This design comes from an exercise in tuning for small area, a short achievable clock period and few clock cycles per item on the open sky130 flow, not from production work. Only simulation tests tie the RTL to the original design; equivalence was not proved.

[flow/design.v]
module muldiv_sequencer #(
  parameter bit FAST_SPECIAL = 1'b1,
  parameter int XLEN         = 64
) (
  input  logic        clk_i,
  input  logic        rst_i,
  input  logic        start_i,
  input  logic [2:0]  funct3_i,
  input  logic        word_i,
  input  logic [63:0] op1_i,
  input  logic [63:0] op2_i,
  input  logic        kill_i,
  output logic        stall_o,
  output logic        busy_o,
  output logic        done_o,
  output logic [63:0] result_o
);
  localparam logic [2:0] S_IDLE = 3'd0, S_MUL = 3'd1, S_DPREP = 3'd2, S_DIV = 3'd3, S_DONE = 3'd4;
  logic [2:0]  state_q, state_d;
  logic [5:0]  cnt_q;         
  logic [1:0]  ncls_q;        
  logic        mulh_q;        
  logic        rem_q;         
  logic        dsgn_q;        
  logic        word_q;        
  logic        neg_q;         
  logic        msign_q;       
  logic        bprev_q;       
  logic [64:0] a_q;           
  logic        a_hi_q;        
  logic [63:0] hi_q;          
  logic [63:0] lo_q;          
  logic idle, accept;
  assign idle   = (state_q == S_IDLE);
  assign accept = idle & start_i & ~kill_i;
  logic [2:0]  op_in;
  logic        is_div_in, a_signed, b_signed;
  logic [64:0] a_x, b_x;
  logic [1:0]  ncls_a, ncls_b;
  logic        swap;
  function automatic logic [1:0] len_class(input logic [64:0] v);
    if ((&v[64:15]) | ~(|v[64:15]))      len_class = 2'd0;
    else if ((&v[64:31]) | ~(|v[64:31])) len_class = 2'd1;
    else if (v[64] == v[63])             len_class = 2'd2;
    else                                 len_class = 2'd3;
  endfunction
  always_comb begin
    op_in     = (word_i & ~funct3_i[2]) ? 3'b000 : funct3_i;
    is_div_in = op_in[2];
    a_signed  = is_div_in ? ~op_in[0] : ((op_in == 3'b000) | (op_in == 3'b001) | (op_in == 3'b010));
    b_signed  = is_div_in ? ~op_in[0] : ((op_in == 3'b000) | (op_in == 3'b001));
    a_x       = word_i ? {{33{a_signed & op1_i[31]}}, op1_i[31:0]} : {a_signed & op1_i[63], op1_i};
    b_x       = word_i ? {{33{b_signed & op2_i[31]}}, op2_i[31:0]} : {b_signed & op2_i[63], op2_i};
    ncls_a    = len_class(a_x);
    ncls_b    = len_class(b_x);
    swap      = ~is_div_in & (ncls_a < ncls_b);
  end
  logic [7:0]  mbits;
  logic [73:0] msum;
  logic [73:0] pp [4];
  logic [3:0]  pneg;
  always_comb begin
    logic [8:0] bb;
    logic [2:0] trip;
    logic [66:0] mag;
    mbits = (cnt_q == 6'd0 && ncls_q == 2'd3) ? {8{msign_q}} : lo_q[7:0];
    bb    = {mbits, bprev_q};
    for (int j = 0; j < 4; j++) begin
      trip = bb[2*j +: 3];
      mag  = '0;
      case (trip)
        3'b001, 3'b010, 3'b101, 3'b110: mag = {{2{a_q[64]}}, a_q};
        3'b011, 3'b100:                 mag = {a_q[64], a_q, 1'b0};
        default:                        mag = '0;
      endcase
      pneg[j] = trip[2] & ~(trip[1] & trip[0]);
      pp[j]   = {{7{mag[66] ^ pneg[j]}}, mag ^ {67{pneg[j]}}} << (2*j);
    end
    msum = {{10{hi_q[63]}}, hi_q} + pp[0] + pp[1] + pp[2] + pp[3]
         + {66'd0, pneg[3], 1'b0, pneg[2], 1'b0, pneg[1], 1'b0, pneg[0]};
  end
  logic [63:0] mhi_n, mlo_n, mres;
  always_comb begin
    logic [127:0] x;
    mhi_n = msum[71:8];
    mlo_n = {msum[7:0], lo_q[63:8]};
    x     = {mhi_n, mlo_n};
    if (!mulh_q) begin
      case (ncls_q)
        2'd0:    mres = x[111:48];
        2'd1:    mres = x[95:32];
        default: mres = x[63:0];
      endcase
    end else begin
      case (ncls_q)
        2'd0:    mres = {{48{x[127]}}, x[127:112]};
        2'd1:    mres = {{32{x[127]}}, x[127:96]};
        2'd2:    mres = x[127:64];
        default: mres = x[119:56];
      endcase
    end
  end
  function automatic logic [6:0] bitlen(input logic [63:0] v);
    bitlen = 7'd0;
    for (int i = 0; i < 64; i++) if (v[i]) bitlen = 7'(i + 1);
  endfunction
  logic        an, bn, bzero, dneg;
  logic [63:0] amag, bmag, ax, bx;
  logic [7:0]  dlen;
  logic [6:0]  dsh;
  logic [65:0] bsh;
  always_comb begin
    an    = dsgn_q & a_q[63];
    bn    = dsgn_q & lo_q[63];
    ax    = a_q[63:0] ^ {64{an}};
    bx    = lo_q ^ {64{bn}};
    amag  = ax + {63'd0, an};
    bmag  = bx + {63'd0, bn};
    bzero = (lo_q == 64'd0);
    dlen  = {1'b0, bitlen(ax)} + {7'd0, an} - {1'b0, bitlen(bx)};
    dneg  = dlen[7];
    dsh   = dlen[6:0] | 7'd1;
    bsh   = {2'b00, bmag} << dsh;
  end
  logic [66:0] dt1, dt2;
  logic        ge1, ge2;
  logic [63:0] rem1, rem2;
  logic [65:0] bs;
  always_comb begin
    bs   = {a_hi_q, a_q};
    dt1  = {3'b000, hi_q} - {1'b0, bs};
    ge1  = ~dt1[66];
    rem1 = ge1 ? dt1[63:0] : hi_q;
    dt2  = {3'b000, rem1} - {2'b00, bs[65:1]};
    ge2  = ~dt2[66];
    rem2 = ge2 ? dt2[63:0] : rem1;
  end
  always_ff @(posedge clk_i or negedge rst_i) begin
    if (!rst_i) begin
      lo_q   <= '0;
      neg_q  <= 1'b0;
      word_q <= 1'b0;
    end else begin
      if (accept) begin
        lo_q   <= swap ? a_x[63:0] : b_x[63:0];
        neg_q  <= 1'b0;
        word_q <= word_i;
      end else begin
        case (state_q)
          S_MUL: lo_q <= (cnt_q == 6'd0) ? mres : mlo_n;
          S_DPREP: begin
            if (bzero)     lo_q <= rem_q ? a_q[63:0] : 64'hFFFF_FFFF_FFFF_FFFF;
            else if (dneg) lo_q <= rem_q ? a_q[63:0] : 64'd0;
            else           lo_q <= 64'd0;
            neg_q <= ~bzero & ~dneg & (rem_q ? an : (an ^ bn));
          end
          S_DIV: lo_q <= (cnt_q == 6'd0 && rem_q) ? rem2 : {lo_q[61:0], ge1, ge2};
          default: ;
        endcase
      end
    end
  end
  always_ff @(posedge clk_i) begin
    if (accept) begin
      a_q     <= swap ? b_x : a_x;
      a_hi_q  <= 1'b0;
      hi_q    <= '0;
      msign_q <= swap ? a_x[64] : b_x[64];
      bprev_q <= 1'b0;
      ncls_q  <= swap ? ncls_a : ncls_b;
      mulh_q  <= (op_in[1:0] != 2'b00);
      rem_q   <= op_in[1];
      dsgn_q  <= ~op_in[0];
      case (swap ? ncls_a : ncls_b)
        2'd0:    cnt_q <= 6'd1;
        2'd1:    cnt_q <= 6'd3;
        2'd2:    cnt_q <= 6'd7;
        default: cnt_q <= 6'd8;
      endcase
    end else begin
      case (state_q)
        S_MUL: begin
          hi_q    <= mhi_n;
          bprev_q <= lo_q[7];
          cnt_q   <= cnt_q - 6'd1;
        end
        S_DPREP: begin
          hi_q           <= amag;
          {a_hi_q, a_q}  <= bsh;
          cnt_q          <= dlen[6:1];
        end
        S_DIV: begin
          hi_q          <= rem2;
          {a_hi_q, a_q} <= {2'b00, bs[65:2]};
          cnt_q         <= cnt_q - 6'd1;
        end
        default: ;
      endcase
    end
  end
  always_ff @(posedge clk_i or negedge rst_i) begin
    if (!rst_i) state_q <= S_IDLE;
    else        state_q <= state_d;
  end
  always_comb begin
    state_d = state_q;
    case (state_q)
      S_IDLE:  if (accept) state_d = is_div_in ? S_DPREP : S_MUL;
      S_MUL:   if (cnt_q == 6'd0) state_d = S_DONE;
      S_DPREP: state_d = (bzero | dneg) ? S_DONE : S_DIV;
      S_DIV:   if (cnt_q == 6'd0) state_d = S_DONE;
      S_DONE:  state_d = S_IDLE;
      default: state_d = S_IDLE;
    endcase
    if (kill_i && state_q != S_IDLE && state_q != S_DONE) state_d = S_IDLE;
  end
  assign busy_o  = (state_q != S_IDLE) & (state_q != S_DONE);
  assign done_o  = (state_q == S_DONE);
  assign stall_o = busy_o | accept;
  logic [63:0] rneg;
  assign rneg     = (lo_q ^ {64{neg_q}}) + {63'd0, neg_q};
  assign result_o = word_q ? {{32{rneg[31]}}, rneg[31:0]} : rneg;
endmodule
[flow/run.sh]
#!/bin/bash
# synth_recipe.tcl (not shown) runs the flow's synth.tcl, then flattens the netlist and writes it again
# the make line also repeats each setting of config.mk as NAME=value (left out here)
make -C /OpenROAD-flow-scripts/flow DESIGN_CONFIG=/design/flow/config.mk WORK_HOME=/design/flow/orfs CLKGATE_MAP_FILE= SYNTH_SCRIPT=/design/flow/synth_recipe.tcl finish
[flow/config.mk]
export PLATFORM = sky130hd
export DESIGN_NAME = muldiv_sequencer
export DESIGN_NICKNAME = muldiv_sequencer
export VERILOG_FILES = /design/flow/design.v
export SDC_FILE = /design/flow/constraint.sdc
export NUM_CORES = 4
export LEC_CHECK = 0
export CAP_MARGIN = 20
export CORE_MARGIN = 2
export CORE_UTILIZATION = 40
export SLEW_MARGIN = 20
[flow/constraint.sdc]
create_clock -name core_clock -period 10.0 [get_ports {clk_i}]
set_input_delay 2.0000 -clock core_clock [delete_from_list [all_inputs] [get_ports {clk_i}]]
set_output_delay 2.0000 -clock core_clock [all_outputs]
set_load 0.01 [all_outputs]
==> run summary <==
worst max-delay path by stage:
| stage | to | slack (ns) | cells past startpoint |
|---|---|---|---|
| 6_report | lo_q[7] | 0.29 | 31 |
| 5_1_grt | lo_q[10] | 0.007 | 30 |
| 4_1_cts | lo_q[10] | 0.33 | 28 |
| 3_5_place_dp | lo_q[10] | 0.41 | 28 |
| 3_3_place_gp | lo_q[10] | 0.39 | 28 |
| 2_1_floorplan | lo_q[29] | 2.32 | 31 |
routing by layer:
layer / routed length [um] / global-route usage, % / part of all wire (%) / vias to the layer above
met4: 28200 / 30.8 / 8.1 / 28
met1: 134000 / 62.2 / 39 / 32015
met2: 135000 / 66.4 / 39 / 5169
met3: 48900 / 18.4 / 14 / 1245
met5: 459 / 1.57 / 0.13 / -
li1: - / - / - / 27707
layout make-up:
cell class	count	area, um2
clock buffer	43	935
fill	13781	73000
sequential	212	5370
timing repair buffer	773	6630
inverter	545	2060
antenna	22	55.1
tap	1781	2230
clock inverter	19	273
multi-input combinational	6151	44400
what timing repair did:
| action | in CTS | in global routing |
|---|---|---|
| gates resized for setup | 0 | 6 |
| hold buffers | 0 | 0 |
| endpoints found under the setup margin | 0 | 23 |
placed cells by master, fill, tap and decap left out, types with 47 or more instances in the layout:
master	synthesis	routed
dfxtp_1	66	66
xor2_1	125	122
mux2i_1	252	252
nand4_1	94	94
and2_1	56	56
a21oi_1	711	710
a22o_1	71	71
clkdlybuf4s50_1	0	200
a31oi_1	102	102
a21o_1	129	129
nor3_1	155	154
o211ai_1	67	67
a22oi_1	223	223
edfxtp_1	77	77
o21a_1	74	73
fa_1	204	203
o21ai_0	603	598
inv_1	529	526
dfrtp_1	69	67
o31ai_1	56	54
nand2b_1	52	50
xnor2_1	584	578
nand2_1	612	609
o22ai_1	55	55
a221oi_1	71	71
buf_4	3	545
nor4_1	60	60
nor2_1	532	517
mux2_2	70	70
ha_1	304	300
and3_1	47	47
nand3_1	122	121
o221ai_1	82	82
a211oi_1	78	78
worst register-to-register path: cells and delay by family (launching register included):
family	cells	cell delay, ns
compound gates	12	4.34
xor+xnor	2	0.54
fa+ha+maj	6	2.13
buf+inv	6	0.98
flops	1	0.40
simple gates	5	1.19
kinds of logic (layout without fill, tap and decap cells):
| family | count (synthesis) | after routing | share of synthesized area [%] |
|---|---|---|---|
| AOI/OAI and AO/OA | 2672 | 2672 | 32.1 |
| and+or+nand+nor | 1933 | 1933 | 16.9 |
| buffers and inverters | 1232 | 1380 | 8.77 |
| xor gates and xnor gates | 712 | 712 | 11.5 |
| adders and majority gates | 508 | 508 | 14.6 |
| muxes | 326 | 326 | 6.26 |
| DFF | 212 | 212 | 9.89 |
| other | 0 | 22 | 0 |
through the flow:
stage | cells
floorplan | 7595
global placement | 9461
detailed placement | 9461
CTS | 9523
global route | 9525
finish | 9546
sequential cells by signal (all words and copies together), names as in the netlist:
signal	cells
a_hi_q	1
rem_q	1
a_q	65
lo_q	64
hi_q	64
state_q	3
ncls_q	2
dsgn_q	1
mulh_q	1
msign_q	1
bprev_q	1
word_q	1
neg_q	1
cnt_q	6
==> results.json <==
{
  "max_stage_delay_ns": 0.73,
  "initial_core_util_pct": 40.2,
  "die_h_um": 372,
  "timing.rr.start": "cnt_q[0]",
  "root_buffer": "clkbuf_16",
  "startpoint": "cnt_q[0]",
  "syn_area_um2": 54200,
  "worstSetupEndpointType": "flop",
  "setup_tns_ns": 0,
  "port_buffers": 202,
  "post-route-util_pct": 45.9,
  "cts_buffer_depth": 3,
  "gp_congestion": 1.12,
  "hold_start": "bprev_q",
  "nets": 8361,
  "grt_pass1_wl_um": 475000,
  "yosysMostFrequentCell": "a21oi_1",
  "setup_viol": 0,
  "rows": 135,
  "fin_skew_ns": 0.0490,
  "coreArea_um2": 135000,
  "area_delta_synth_final_pct": 14.2,
  "hold_class": "flop to flop",
  "maxCapViolations": 0,
  "synth_cells": 7595,
  "layout-drive-gt1-share_pct": 11.2,
  "worstMarginPinSlew_ns": 1.27,
  "synth_cell_type_count": 125,
  "holdPathStages": 2,
  "min_to": "bprev_q",
  "cts_tree": "built",
  "cts.sinks": 212,
  "post-dp-hpwl_um": 275000,
  "die_w_um": 372,
  "status": "no timing/DRC/antenna violations",
  "r2r_slack_ns": 0.29,
  "fmax_mhz": 103,
  "grt_setup_unrepaired": "no",
  "antenna_found_initial": 41,
  "wl_per_cell_um": 36.3,
  "post-place-ws_ns": 0.407,
  "drt-total-wl_um": 347000,
  "cp_slowest_cell": "a2111oi_0",
  "ant_nets": 0,
  "dr.pass1.iters": 12,
  "ys_top_cells_by_count": "a21oi_1 (711), nand2_1 (612), o21ai_0 (603)",
  "reg2regPathDepth": 31,
  "synth_top_area_share_pct": 9.44,
  "synth_edf_count": 77,
  "ys.flop_type": "edfxtp_1",
  "timing.rr.end": "lo_q[7]",
  "cts_made_buffers": 34,
  "remaining_drc_errors": 0,
  "vias": 66164,
  "clk_latency_ns": 0.64,
  "final.period_utilization_pct": 97.1,
  "overflow": 0,
  "post_cts_buffers": 0,
  "cp_data_arrival_time_ns": 10.19,
  "fin_crit_ns": 9.71,
  "via_per_inst": 6.93,
  "path_class": "flop to flop",
  "cp.required_ns": 10.48,
  "synth.top_cells.by_area": "xnor2_1 (9.4%), fa_1 (7.5%), ha_1 (7.0%)",
  "synthArstFlopShare_pct": 32.5,
  "stdcell_area_um2": 61900,
  "path_delay_family": "compound AO/OA/AOI/OAI gates",
  "synth.avg_cell_area_um2": 7.14,
  "maxSlewViolCount": 0,
  "synth_area_leader_cell": "xnor2_1",
  "synth-seq-area-share_pct": 9.89,
  "placed_area_um2": 60600,
  "crit_fanout": 21,
  "cp.buffers_inverters": 6,
  "ioPinCount": 203,
  "hold_violations": 0,
  "whs_ns": 0.505,
  "first_iter_violations": 10906,
  "postSynthNetCount": 8239,
  "synth.ff_latch_count": 212,
  "relSlewSlack_pct": 14.8,
  "dieArea_um2": 138000,
  "htreeDepth": 2,
  "ys_warn_count": 2,
  "grt_pass1_vias": 60141,
  "grt_max_degree": 74,
  "start_kind": "flop",
  "fin_ws_ns": 0.290,
  "clk_pin_slew_ns": 0.06,
  "grt_usage_pct": 48.2
}
Testbench counts, summed over its fixed seeds: cycles 10,830, items 1,600.

-- afterwards: timing with drivers on the ports --
Ports are ideal in the flow. The routed layout listed here was re-timed in OpenROAD.
Step 1 sets driving cells, clkbuf_16 on the clock port and buf_2 on the other inputs (assumed; they add their load-dependent delay and slew).
Step 2, shift: input delay + t, output delay - t, t = (earliest + latest rising clock arrival at the registers) / 2. This alone moves slack from input paths to output paths.
Slacks: no drivers / after step 1 / after step 2; pairs: no drivers / after step 1.
t (ns): 0.703
setup WS [ns]: 0.290 / 0.290 / 0.290
worst slew at a driven data input, ns: 0.12
After both steps setup and hold are still met in this run. The setup slack of this run moves by 0.000 ns with the drivers and by 0.000 ns with both steps.
